This is an optimization exercise on Yosys and OpenROAD, whose aim is small area, a short achievable clock period and few clock cycles per item, not a production implementation. The RTL was checked by simulation tests, not by an equivalence proof against the original design.

==> flow/design.v (outline; a module is shown in full before it is edited, if it fits) <==
// module cvn_top: 3993 lines
module cvn_top #(
	parameter int SAMPLE_WIDTH = 24
) (
	input  logic                    clk,
	input  logic                    arst_n,
	input  logic                    psel,
	input  logic                    penable,
	input  logic                    pwrite,
	input  logic [1:0]              paddr,
	input  logic [31:0]             pwdata,
	output logic [31:0]             prdata,
	output logic                    pready,
	input  logic                    cmd_valid,
	output logic                    cmd_ready,
	input  logic [1:0]              cmd_opcode,
	input  logic [SAMPLE_WIDTH-1:0] cmd_re,
	input  logic [SAMPLE_WIDTH-1:0] cmd_im,
	output logic                    rsp_valid,
	input  logic                    rsp_ready,
	output logic                    rsp_kind,
	output logic [SAMPLE_WIDTH-1:0] rsp_re,
	output logic [SAMPLE_WIDTH-1:0] rsp_im,
	output logic [31:0]             rsp_norm,
	output logic                    rsp_zero,
	output logic                    rsp_sat
);
  // ...
==> flow/run.sh <==
#!/bin/bash
# synth_recipe.tcl (not shown) runs the flow's synth.tcl, then flattens the netlist and writes it again
# the make line also repeats each setting of config.mk as NAME=value (left out here)
make -C /OpenROAD-flow-scripts/flow DESIGN_CONFIG=/design/flow/config.mk WORK_HOME=/design/flow/orfs CLKGATE_MAP_FILE= SYNTH_SCRIPT=/design/flow/synth_recipe.tcl finish
==> flow/config.mk <==
export PLATFORM = sky130hd
export DESIGN_NAME = cvn_top
export DESIGN_NICKNAME = cvn_top
export VERILOG_FILES = /design/flow/design.v
export SDC_FILE = /design/flow/constraint.sdc
export NUM_CORES = 4
export LEC_CHECK = 0
export ABC_CLOCK_PERIOD_IN_PS = 5000
export CAP_MARGIN = 20
export CORE_MARGIN = 2
export CORE_UTILIZATION = 40
export PLACE_DENSITY = 0.6
export SETUP_SLACK_MARGIN = 5
export SLEW_MARGIN = 20
==> flow/constraint.sdc <==
create_clock -name core_clock -period 11.0 [get_ports {clk}]
set_input_delay 2.2000 -clock core_clock [delete_from_list [all_inputs] [get_ports {clk}]]
set_output_delay 2.2000 -clock core_clock [all_outputs]
set_load 0.01 [all_outputs]
==> summary.txt, run 1 <==
Outcome
  – Status: complete, no violations

Yosys
  – EDFF count, synth: ~250
  – XOR/XNOR Fraction of Synth Area: around 3.3%
  – #FFs+latches synth: about 460
  – Post-synthesis sequential area ratio: a little over a fifth
  – Most frequent cell after synthesis: inv_1
  – Cell variety after synth: 96
  – Multiplexer share of the synthesized area: 1.61%
  – Post-synthesis cell count: approximately 6.7k
  – Share of the synthesized area in the top cell type: approximately a quarter
  – Simple logic cell fraction of the synthesized area: about an eighth

Layout
  – Largest Register: sum_q
  – Commonest non-fill, non-tap cell in the layout: inv_1
  – Non-CTS buffers: between 400 and 500
  – Sequential share of cell area: a little under a fifth
  – Non-clock buffer share: ~5.7%
  – Share of cells above drive strength 1: ~7%
  – Final cell count without fillers: roughly 8.6k
  – Fraction of area in multi-input gates: about 63%
  – CLK BUF: a little over 80
  – Multi-input logic area: between 40,000 and 50,000 um^2
  – #MultiIn Comb: roughly 4.8k

Hold path
  – Worst hold path depth: 0
  – Hold EP: out_re_q[12]

STA
  – Period utilization: about 55%
  – Slew Viols, Final: 0
  – RSZ-0062 raised after global routing: yes
  – Final number of setup-violating endpoints: 0

Setup path
  – Crit start category: flop
  – WP depth: 17
  – Critical path data arrival time: between 6 and 7 ns
  – Critical path required time: ~11 ns

Die
  – Overall die height: 390 um
  – FP Rows: 141

Clock tree
  – Cts-stage hold buffer count: 0
  – Clk buf depth: 3

Drt
  – First-pass iteration count of the detailed router: 7
  – # DRC: 0
  – Post-route antenna net violation count: 0
  – Vias per std cell: around 6.4
  – Met3 Wirelength: between 30,000 and 40,000 um

GRT
  – Met3 Use GR: between 10% and 20%
  – M2 GR Usage: between 50% and 60%
Testbench counts, summed over its fixed seeds: cycles 12,328, items 5,556.
==> run 2, diff against run 1 <==
--- a/flow/design.v
+++ b/flow/design.v
@@ -60,17 +60,19 @@
 	logic [63:0] sum_q;
 	logic [31:0] recip_q;
 	logic        addr0_q;
 	logic [23:0] re_mag_q, im_mag_q;
 	logic        re_neg_q, im_neg_q;
 	logic [4:0]  cnt_q;
 	logic [31:0] rem_q;
 	logic [28:0] root_q;
-	logic        f_small_q;
+	logic        f_small_q, sq_first_q;
+	logic [1:0]  fpass_q;
+	logic        fsat_q;
 	logic        s2_valid_q;
 	logic [1:0]  s2_kind_q;
 	logic        s2_second_q;
 	logic        s2_neg_q;
 	logic [1:0]  s2_pass_q;
 	logic        s2_last_q;
 	logic [55:0] cs_s_q, cs_c_q;
 	logic [23:0] pend_re_q;
@@ -91,17 +93,17 @@
 	assign stall     = s2_valid_q && (s2_kind_q == K_SCL) && s2_second_q && !out_free;
 	logic [23:0] in_re, in_im;
 	assign in_re = cmd_re[23] ? (24'd0 - cmd_re) : cmd_re;
 	assign in_im = cmd_im[23] ? (24'd0 - cmd_im) : cmd_im;
 	logic        mul_q, sq_q;
 	logic [23:0] mul_a;
 	logic [31:0] mul_b;
 	logic [23:0] sq_re, sq_im;
-	assign mul_a = {24{mul_q}} & re_mag_q;
+	assign mul_a = {24{mul_q}} & (re_mag_q | {24{fsat_q}});
 	assign mul_b = recip_q;
 	assign sq_re = {24{sq_q}} & re_mag_q;
 	assign sq_im = {24{sq_q}} & im_mag_q;
 	logic [55:0] cs_s, cs_c;
 	logic [1:0] sq_ha;
 	logic pt_p0;
 	logic pt_p1;
 	logic pt_p2;
@@ -3694,19 +3696,20 @@
 	assign addend = ({64{s2_add_sum_q}} & sum_q) |
 		({64{s2_add_rnd_q}} & {{40{s2_neg_q}}, 1'b1, 23'd0}) |
 		({64{s2_add_rem_q}} & {32'd0, rem_q});
 	assign total = {1'b0, addend} + {9'd0, cs_s_q} + {9'd0, cs_c_q};
 	logic scl_sat;
 	assign scl_sat = !total[63] && (total[62:47] != '0);
 	logic s2_go;
 	assign s2_go = s2_valid_q && !stall;
-	logic [63:0] sum_acc, sum_d;
+	logic [63:0] sum_acc;
+	logic        s2_acc;
 	assign sum_acc = total[64] ? '1 : total[63:0];
-	assign sum_d   = (s2_go && s2_kind_q == K_ACC) ? sum_acc : sum_q;
+	assign s2_acc  = s2_go && s2_kind_q == K_ACC;
 	logic        mode_sq;
 	logic [33:0] rx;
 	logic [32:0] rm1, rm2;
 	logic [33:0] rp3, rs3;
 	logic [34:0] rt1, rt2, rt3;
 	logic [1:0]  rk;
 	logic [31:0] rnext;
 	assign mode_sq = state_q[I_SQ];
@@ -3762,18 +3765,27 @@
 				f_d = {5'd0, total[56:14], 16'd0};
 			end
 			default: begin
 				f_v = {total[47:0], sum_q[9:0]};
 				f_d = {6'd0, total[47:0], sum_q[9:0]};
 			end
 		endcase
 	end
-	logic f_small;
-	assign f_small = (f_v[57:17] == '0) && (f_v[16:0] < 17'h1_0201);
+	logic [57:0] f_al;
+	logic        f_small_c, f_small;
+	always_comb begin
+		case (fpass_q)
+			2'd0:    f_al = {40'd0, sum_q[57:40]};
+			2'd1:    f_al = {15'd0, sum_q[58:16]};
+			default: f_al = sum_q[57:0];
+		endcase
+	end
+	assign f_small_c = (f_al[57:17] == '0) && (f_al[16:0] < 17'h1_0201);
+	assign f_small   = sq_first_q ? f_small_c : f_small_q;
 	logic nz1, nz2;
 	assign nz1 = (sum_q[63:24] != '0);
 	assign nz2 = (sum_q[63:48] != '0);
 	logic [NS-1:0] state_nx;
 	logic       rdy_nx;
 	logic       issue;
 	logic       fin_write, fin_zero, fin_sat;
 	logic [NS-1:0] acc_state;
@@ -3830,17 +3842,17 @@
 			end
 			state_q[I_F3]: begin
 				issue    = 1'b1;
 				state_nx = S_F4;
 			end
 			state_q[I_F4]: state_nx = S_SQ;
 			state_q[I_SQ]: begin
 				if (sq_last) begin
-					if (f_small_q) begin
+					if (f_small) begin
 						fin_write = 1'b1;
 						fin_sat   = 1'b1;
 						state_nx  = accept ? acc_state : S_IDLE;
 					end else begin
 						state_nx = S_DV;
 					end
 				end
 			end
@@ -3866,17 +3878,17 @@
 			state_q[I_DV]: cnt_nx = cnt_q - 5'd1;
 			default: ;
 		endcase
 	end
 	logic pa_safe;
 	assign pa_safe = state_q[I_P2] ? out_free : !stall;
 	assign rdy_nx = state_nx[I_IDLE] || state_nx[I_P2] || (state_nx[I_PA] && pa_safe) ||
 		(state_nx[I_DV] && cnt_nx == 5'd1) ||
-		(state_nx[I_SQ] && cnt_nx == 5'd1 && f_small_q);
+		(state_nx[I_SQ] && cnt_nx == 5'd1 && f_small);
 	always_ff @(posedge clk or negedge arst_n) begin
 		if (!arst_n) begin
 			state_q     <= S_IDLE;
 			rdy_q       <= 1'b1;
 			grid_q      <= ONE_Q24;
 			sum_q       <= '0;
 			recip_q     <= ONE_Q24;
 			s2_valid_q  <= 1'b0;
@@ -3918,17 +3930,17 @@
 		if (accept) begin
 			re_mag_q <= in_re;
 			im_mag_q <= in_im;
 			re_neg_q <= cmd_re[23];
 			im_neg_q <= cmd_im[23];
 		end else if (state_q[I_P1] && !stall) begin
 			re_mag_q <= im_mag_q;
 		end else if (state_q[I_F0]) begin
-			re_mag_q <= sum_d[23:0];
+			re_mag_q <= s2_acc ? total[23:0] : sum_q[23:0];
 		end else if (state_q[I_F1] && !s2_valid_q && out_free) begin
 			re_mag_q <= sum_q[47:24];
 		end else if (state_q[I_F2]) begin
 			re_mag_q <= {8'd0, sum_q[63:48]};
 		end
 		if (!stall) begin
 			cs_s_q      <= cs_s;
 			cs_c_q      <= cs_c;
@@ -3941,17 +3953,20 @@
 			s2_add_sum_q <= state_q[I_PA];
 			s2_add_rnd_q <= state_q[I_P1] || state_q[I_P2];
 			s2_add_rem_q <= state_q[I_F2] || state_q[I_F3];
 		end
 		cnt_q <= cnt_nx;
 		mul_q <= state_nx[I_P1] || state_nx[I_P2] || state_nx[I_F1] || state_nx[I_F2] ||
 			state_nx[I_F3];
 		sq_q  <= state_nx[I_PA];
-		if (state_q[I_F4]) f_small_q <= f_small;
+		if (state_q[I_F4]) fpass_q <= s2_pass_q;
+		sq_first_q <= state_q[I_F4];
+		if (sq_first_q) f_small_q <= f_small_c;
+		fsat_q <= state_q[I_F0] && s2_acc && total[64];
 		if (state_q[I_F4]) begin
 			rem_q <= '0;
 		end else if (s2_go && s2_kind_q == K_FIN) begin
 			rem_q <= total[55:24];
 		end else if (state_q[I_SQ]) begin
 			if (sq_last) rem_q <= dv_rem;
 			else if (!sq_skip) rem_q <= rnext;
 		end else if (state_q[I_DV]) begin
==> run 2 against run 1 <==
  * Largest cell class unchanged
  * Sequential cell count increased by 4
  * Via count decreased by 5.0%
  * Highest routed layer unchanged
  * Fmax increased by 2.1%
  * Synthesized cell count decreased by 0.25%
  * Die area decreased by 0.38%
  * Wire length decreased by 5.6%
==> summary.txt, run 2 <==
STA
  – Fin. Hold Viols: 0
  – Slew Limit Headroom: between 10% and 20%
  – Fmax achieved: 0.169 GHz
  – Worst setup margin: just over 5 ns
  – Worst slew pin tran: 1.22 ns
  – Final clock skew: ~0.042 ns
  – Period utilization: 53.9% (-1.1 points)
  – RSZ-0062 raised after global routing: no
  – Final number of setup-violating endpoints: 0 (unchanged)
  – Slew Viols, Final: 0 (unchanged)
  – Post-route minimum period: approximately 5.9 ns
  – Fin Setup TNS: 0 ns

Drt
  – Drt wl/cell: 29.4 um
  – First-pass iteration count of the detailed router: 6 (-1)
  – Vias per std cell: 6.14 (-4.7%)
  – Final wirelength: 253,000 um
  – Met2 wire len: around 110,000 um
  – Post-route antenna net violation count: 0 (unchanged)
  – DR vias: between 50k and 60k
  – M1 WL: between 90,000 and 100,000 um
  – Highest metal used: met5
  – Initial drt markers: about 6.2k
  – Met3 Wirelength: 27,100 um (-21%)
  – # DRC: 0 (unchanged)

Clock tree
  – Clk buf depth: 3 (unchanged)
  – Clk root buf: clkbuf_16
  – CTS tree: built
  – H-tree depth: 2
  – Clock sinks: 465
  – Clock latency on the worst-skew pair: 0.71 ns
  – Num CTS Buffers: 59
  – CTS clock-pin slew for the worst setup and hold paths: roughly 0.060 ns

Die
  – Top-level I/O count: ~210
  – DIE AREA: 152,000 um^2
  – Core area: approximately 150,000 um^2
  – Die X: just under 400 um
  – Initial Util: 40.3%
  – Overall die height: 390 um (-0.19%)
  – FP Rows: 141 (unchanged)

Setup path
  – FF-to-FF Start: mul_q
  – CP max FO: 24
  – Crit-path cells: o21a_2 -> buf_4 -> a22oi_1 -> fa_1 -> fa_1 -> fa_1 -> inv_1 -> fa_1 -> fa_1 -> inv_1 -> fa_1 -> inv_1 -> fa_1
  – Worst reg2reg path depth: 13
  – Critical path data arrival time: 6.34 ns (-0.16 ns)
  – Critical path required time: 11.41 ns (-0.04 ns)
  – Crit start category: flop
  – Critical path buffers and inverters: 4
  – Slowest cell on the critical path: o21a_2
  – WS Path Type: flop to flop
  – Critical path's largest stage delay: just over 0.7 ns
  – Cell mode on critical path: fa_1
  – R2R setup slack: slightly above 5 ns
  – CP Capture Type: flop
  – Crit path max-delay family: adder cells
  – FF-to-FF End: cs_c_q[24]

Yosys
  – Synth top area cells: fa_1, edfxtp_1, inv_1
  – #FFs+latches synth: 465 (+0.87%)
  – EDFF count, synth: 250 (+0.40%)
  – Post-synthesis cell count: 6,705 (-0.25%)
  – Ys flop type: edfxtp_1
  – Avg Inst Size Synth: slightly below 9 um^2
  – Cell variety after synth: 98 (+2.1%)
  – Share of the synthesized area in the top cell type: 25.1% (+0.095 points)
  – Synth Warn #: 1
  – Ys async rst share: 30.5%
  – Area leader, netlist: fa_1
  – Post-synthesis sequential area ratio: 21.1% (+0.23 points)
  – Post-synth top cells: inv_1, fa_1, nand2_1
  – Netlist Area Pre-Place: roughly 59,000 um^2
  – Most frequent cell after synthesis: inv_1

Layout
  – Commonest non-fill, non-tap cell in the layout: inv_1
  – Regs by FF count: sum_q x64, cs_s_q x55, cs_c_q x54
  – Max FFs per register: 64
  – Commonest non-fill, non-tap cells in the layout: inv_1, fa_1, nand2_1
  – Synthesis-to-finish area growth: 10.7%
  – Filler cells: ~14k
  – # nets final: a little under 8k
  – Share of cells above drive strength 1: 6.92% (-0.25 points)
  – Largest Register: sum_q

Hold path
  – Hold Path Origin: pend_re_q[20]
  – Hold EP: out_re_q[20]
  – Worst hold path depth: 0 (unchanged)
  – Hold Crit Class: flop to flop

GRT
  – First-pass GRT wire length: between 300,000 and 400,000 um
  – Initial antenna violation count: 17
  – Gr usage total: between 30% and 40%
  – Number of global-route vias before repair: around 53k
  – Grt total ovfl: 0
  – Pin count of the biggest net entering global routing: 82

Flow run
  – MaxCap Viol Count: 0

Placed design
  – Port bufs: about 200
  – Hpwl dp: around 190,000 um
  – GPL Wtd Cong: roughly 1.0
  – Pre-CTS WS: between 4 and 5 ns

Outcome
  – Status: complete, no violations
[run 2: cell count changes in the layout (fill, tap and decap cells not counted), sizes merged, moves of 28 or more]
cell / previous run / this run
a21oi: 357 / 311
a22oi: 285 / 331
a31oi: 75 / 35
and2: 197 / 284
and3: 165 / 35
inv: 968 / 1065
nor2: 329 / 357
[run 2: per-layer routing]
| layer | track usage [%] | vias to the layer above |
|---|---|---|
| met5 | 0.191 | - |
| met4 | 18.1 | 16 |
| met3 | 8.61 | 816 |
| met2 | 50.9 | 3201 |
| met1 | 41.9 | 26300 |
| li1 | - | 22600 |
[run 2: worst register-to-register path, stage by stage, from the launching register on]
cell and delay [ns]:
dfxtp_2 0.69, o21a_2 0.74, buf_4 0.40, a22oi_1 0.17, fa_1 0.60, fa_1 0.45
fa_1 0.55, inv_1 0.08, fa_1 0.39, fa_1 0.54, inv_1 0.05, fa_1 0.52
inv_1 0.05, fa_1 0.44
[run 2: timing repair]
action / 4_1_cts / 5_1_grt
setup buffers: 4 / 2
resized for setup: 9 / 24
hold buffers: 0 / 0
gates cloned: 0 / 0
pin swaps: 0 / 0
endpoints found under the setup margin: 50 / 82
[run 2: worst max-delay path by stage]
stage / from / to / slack [ns] / cells after the start
final: mul_q / cs_c_q[24] / 5.07 / 13
after detailed placement: state_q[9] / rem_q[27] / 4.52 / 15
after floorplan: state_q[9] / rem_q[24] / 5.08 / 25
after CTS: state_q[9] / rem_q[27] / 4.88 / 15
after global routing: state_q[9] / rem_q[24] / 4.96 / 21
after global placement: state_q[9] / rem_q[27] / 4.53 / 15
[run 2: layout make-up]
cell class / instances / area [um^2] / area share (%)
repair buffers: 401 / 3580 / 5.44
diodes: 10 / 25.0 / 0.0380
clock buffers: 75 / 1680 / 2.56
clock inverters: 35 / 397 / 0.603
inverters: 1060 / 3980 / 6.05
flip-flops and latches: 465 / 12500 / 19.1
well taps: 1930 / 2410 / 3.67
multi-input cells: 4650 / 41200 / 62.6
[run 2: kinds of logic after synthesis]
family,Yosys count,synth area share (%)
and+or+nand+nor,1550,12.5
muxes,99,1.78
xor gates and xnor gates,226,3.33
buffers and inverters,1592,10.1
AOI/OAI and AO/OA,1789,21.1
adders and majority gates,982,30.1
DFF,465,21.1
other,2,0.0126
[run 2: through the flow]
stage	instance area (um^2)	hold WS, ns	utilization [%]	std cells
after floorplan	59500	0.399	-	6707
after global placement	63500	0.401	43.0	8499
after detailed placement	63500	0.405	43.0	8500
after CTS	65600	0.419	44.5	8614
after global routing	65800	0.424	44.5	8617
final	65800	0.417	44.5	8626
Testbench counts of run 2, summed over its fixed seeds: cycles 12,328, items 5,556.
==> run 3, diff against run 2 <==
==> flow/flow/run.sh (new file) <==
#!/bin/bash
set -euo pipefail
MARGIN=$(cat flow/margin.txt)
bash standard.sh SETUP_SLACK_MARGIN="$MARGIN" finish > flow_make.log 2>&1
==> flow/flow/margin.txt (new file) <==
5.6
==> flow/standard.sh (new file) <==
#!/bin/bash
# synth_recipe.tcl (not shown) runs the flow's synth.tcl, then flattens the netlist and writes it again
# the make line also repeats each setting of config.mk as NAME=value (left out here)
make -C /OpenROAD-flow-scripts/flow DESIGN_CONFIG=/design/flow/config.mk WORK_HOME=/design/flow/orfs CLKGATE_MAP_FILE= SYNTH_SCRIPT=/design/flow/synth_recipe.tcl "${@:-finish}"
--- a/flow/config.mk
+++ b/flow/config.mk
@@ -12,3 +12,2 @@
 export PLACE_DENSITY = 0.6
-export SETUP_SLACK_MARGIN = 5
 export SLEW_MARGIN = 20
removed: flow/run.sh
==> run 3 against run 2 <==
  * Via count increased by 2.2%
  * Wire length increased by 1.1%
  * Sequential cell count unchanged
  * Clock skew increased by 0.0073 ns
  * Synthesized cell count unchanged
  * Final cell count increased by 1.1%
  * Hold slack about the same
  * Highest routed layer unchanged
  * Critical endpoint is now rem_q[9]
==> summary.txt, run 3 <==
Die
  – Die X: 390 um (unchanged)
  – Overall die height: 390 um (unchanged)
  – Initial Util: 40.3% (unchanged)
  – FP Rows: 141 (unchanged)
  – DIE AREA: 152,000 um^2 (unchanged)
  – Core area: 148,000 um^2 (unchanged)
  – Top-level I/O count: 209 (unchanged)

Yosys
  – #FFs+latches synth: 465 (unchanged)
  – Cell variety after synth: 98 (unchanged)
  – Ys async rst share: 30.5% (unchanged)
  – Ys flop type: edfxtp_1
  – Synth Area in Adders: 30.1% (unchanged)
  – Post-synthesis compound-gate area fraction: 21.1% (unchanged)
  – Avg Inst Size Synth: 8.87 um^2 (unchanged)
  – Share of the synthesized area in the top cell type: 25.1% (unchanged)
  – Post-synth top cells: inv_1, fa_1, nand2_1
  – Synth Warn #: 1 (unchanged)
  – Multiplexer share of the synthesized area: 1.78% (unchanged)
  – Post-synthesis cell count: 6,705 (unchanged)
  – Largest family of logic cells by synthesized area: adder cells
  – Synth top area cells: fa_1, edfxtp_1, inv_1
  – Most frequent cell after synthesis: inv_1
  – Area leader, netlist: fa_1
  – Post-synthesis sequential area ratio: 21.1% (unchanged)
  – EDFF count, synth: 250 (unchanged)
  – Simple logic cell fraction of the synthesized area: 12.5% (unchanged)
  – XOR/XNOR Fraction of Synth Area: 3.33% (unchanged)
  – Netlist Area Pre-Place: 59,400 um^2 (unchanged)

Setup path
  – CP startpoint: state_q[9]
  – Critical path required time: 11.52 ns (+0.11 ns)
  – FF-to-FF End: rem_q[9]
  – FF-to-FF Start: state_q[9]
  – CP Capture Type: flop
  – R2R setup slack: 5.57 ns (+0.50 ns)
  – Crit start category: flop
  – Critical path data arrival time: 5.94 ns (-0.40 ns)
  – Crit path capture: rem_q[9]
  – CP max FO: 57 (+140%)
  – Worst reg2reg path depth: 15 (+2)
  – WS Path Type: flop to flop

Layout
  – Largest Register: sum_q
  – Filler cells: 14.3k (-0.33%)
  – Synthesis-to-finish area growth: 13.9%
  – Max FFs per register: 64 (unchanged)
  – Commonest non-fill, non-tap cells in the layout: inv_1, fa_1, nand2_1
  – Commonest non-fill, non-tap cell in the layout: inv_1
  – Final cell count without fillers: 8,723 (+1.1%)
  – Regs by FF count: sum_q x64, cs_s_q x55, cs_c_q x54
  – Share of cells above drive strength 1: 9.79% (+2.9 points)
  – # nets final: 7,814 (+1.3%)

Outcome
  – Status: complete, no violations

Clock tree
  – CTS tree: built
  – H-tree depth: 2 (unchanged)
  – Num CTS Buffers: 58 (-1.7%)
  – Clk root buf: clkbuf_16
  – CTS clock-pin slew for the worst setup and hold paths: 0.06 ns (about the same)
  – Clock latency on the worst-skew pair: 0.72 ns (about the same)
  – Clock sinks: 465 (unchanged)
  – Cts-stage hold buffer count: 0 (unchanged)
  – Clk buf depth: 3 (unchanged)

STA
  – Fin Setup TNS: 0 ns (unchanged)
  – Post-route minimum period: 5.43 ns (-0.503 ns)
  – RSZ-0062 raised after global routing: yes
  – Fin. Hold Viols: 0 (unchanged)
  – Final number of setup-violating endpoints: 0 (unchanged)
  – Fmax achieved: 0.184 GHz (+9.3%)
  – Worst slew pin tran: 1.20 ns (-0.0207 ns)
  – Slew Viols, Final: 0 (unchanged)
  – Period utilization: 49.3% (-4.6 points)
  – Final clock skew: 0.0493 ns (+0.00725 ns)
  – Slew Limit Headroom: 19.2% (+1.5 points)

Placed design
  – Port bufs: 204 (unchanged)
  – Cells after DPL: 8,496 (-0.047%)
  – GPL Wtd Cong: 1.02 (+0.41%)
  – Hpwl dp: 187,000 um (-2.1%)

Drt
  – Initial drt markers: 6,906 (+11%)
  – Drt wl/cell: 29.4 um (about the same)
  – Post-route antenna net violation count: 0 (unchanged)
  – Final wirelength: 256,000 um (+1.1%)
  – First-pass iteration count of the detailed router: 7 (+1)
  – Vias per std cell: 6.20 (+1.1%)
  – # DRC: 0 (unchanged)
  – DR vias: 54.1k (+2.2%)

Flow run
  – MaxCap Viol Count: 0 (unchanged)

GRT
  – Initial antenna violation count: 10 (-7)
  – Number of global-route vias before repair: 53.5k (+0.15%)
  – Pin count of the biggest net entering global routing: 79 (-3.7%)
  – Grt total ovfl: 0 (unchanged)
  – Gr usage total: 32.6% (-0.26 points)
  – First-pass GRT wire length: 368,000 um (-0.33%)

Hold path
  – Hold Crit Class: flop to flop
  – Worst hold path depth: 0 (unchanged)
## run 3: cell counts after synthesis
No cell type changed its count.
## run 3: worst min-delay path by stage
stage | end | slack [ns] | from
after CTS | out_re_q[0] | 0.42 | pend_re_q[0]
after floorplan | sq_first_q | 0.40 | state_q[8]
after global placement | out_re_q[14] | 0.40 | pend_re_q[14]
after detailed placement | out_re_q[0] | 0.40 | pend_re_q[0]
after global routing | out_re_q[17] | 0.42 | pend_re_q[17]
final | out_re_q[1] | 0.42 | pend_re_q[1]
## run 3: routing by layer
metal,vias up,GRT usage (%),wire (um)
met1,26800,41.4,97400
met3,946,9.43,29700
met2,3537,50.2,111000
met4,12,17.6,18400
li1,22800,-,-
met5,-,0,79
## run 3: stage by stage
stage                     utilization (%)  setup slack [ns]  cell area, um^2  hold WS [ns]
final                                45.8              5.57            67700         0.418
after CTS                            44.8              5.51            66200         0.418
after detailed placement             43.0              4.34            63500         0.405
after global placement               43.0              4.36            63400         0.401
after global routing                 45.8              5.40            67700         0.421
after floorplan                         -              5.60            59500         0.399
## run 3: area by class of cell
type | count | area [um^2] | share of cell area (%)
Multi-Input combinational cell | 4656 | 41800 | 61.8
Sequential cell | 465 | 12500 | 18.5
Timing Repair Buffer | 500 | 4850 | 7.16
Inverter | 1060 | 3980 | 5.88
Tap cell | 1930 | 2410 | 3.57
Clock buffer | 77 | 1580 | 2.34
Clock inverter | 32 | 470 | 0.695
Antenna cell | 3 | 7.51 | 0.0111
## run 3: cell families (layout without fill, tap and decap cells)
| group | after synthesis | after routing |
|---|---|---|
| other cells | 2 | 7 |
| xor+xnor | 226 | 226 |
| buf+inv | 1592 | 1669 |
| compound gates | 1789 | 1795 |
| mux | 99 | 99 |
| fa+ha+maj | 982 | 982 |
| simple gates | 1550 | 1550 |
| flops | 465 | 465 |
## run 3: critical path, stage by stage, from the launching register on
cell	delay, ns
dfrtp_4	0.46
buf_4	0.13
buf_12	0.28
mux2i_2	0.63
inv_1	0.16
ha_1	0.45
a21oi_2	0.47
nand3_1	0.17
a211oi_2	0.54
nor4_1	0.19
nor2_4	0.14
buf_4	0.48
nand2_1	0.10
o311ai_0	0.15
a31oi_2	0.22
o22ai_1	0.56
## run 3: timing repair
action / CTS / global route
setup endpoints to repair: 143 / 84
gates cloned: 2 / 16
resized for setup: 109 / 148
hold endpoints to repair: 0 / 0
pin swaps: 5 / 35
setup buffers: 21 / 75

static timing again, ports no longer ideal:
In the flow no input, the clock included, has a driving cell. The finished layouts below were timed again as built, in two steps. Step 1 sets driving cells, clkbuf_16 on the clock port and buf_2 on the other inputs (assumed; they add their load-dependent delay and slew). Step 2 times the ports against the registers' clock, not the clock port: input delays grow and output delays shrink by t, the midpoint of the rising clock arrivals with the driver on. a / b / c = no drivers / after step 1 / after step 2; a / b = the first two.
run | t, ns | setup WS [ns] | worst setup path at the end
run 1 | 0.814 | 4.948 / 4.948 / 4.481 | input to register
run 2 | 0.765 | 5.070 / 5.070 / 5.070 | register to register
run 3 | 0.768 | 5.573 / 5.573 / 5.488 | input to register
After both steps setup and hold are still met in every run listed. For run 1, which loses most, drivers alone change the setup slack by 0.000 ns; drivers and shift together by -0.467 ns.
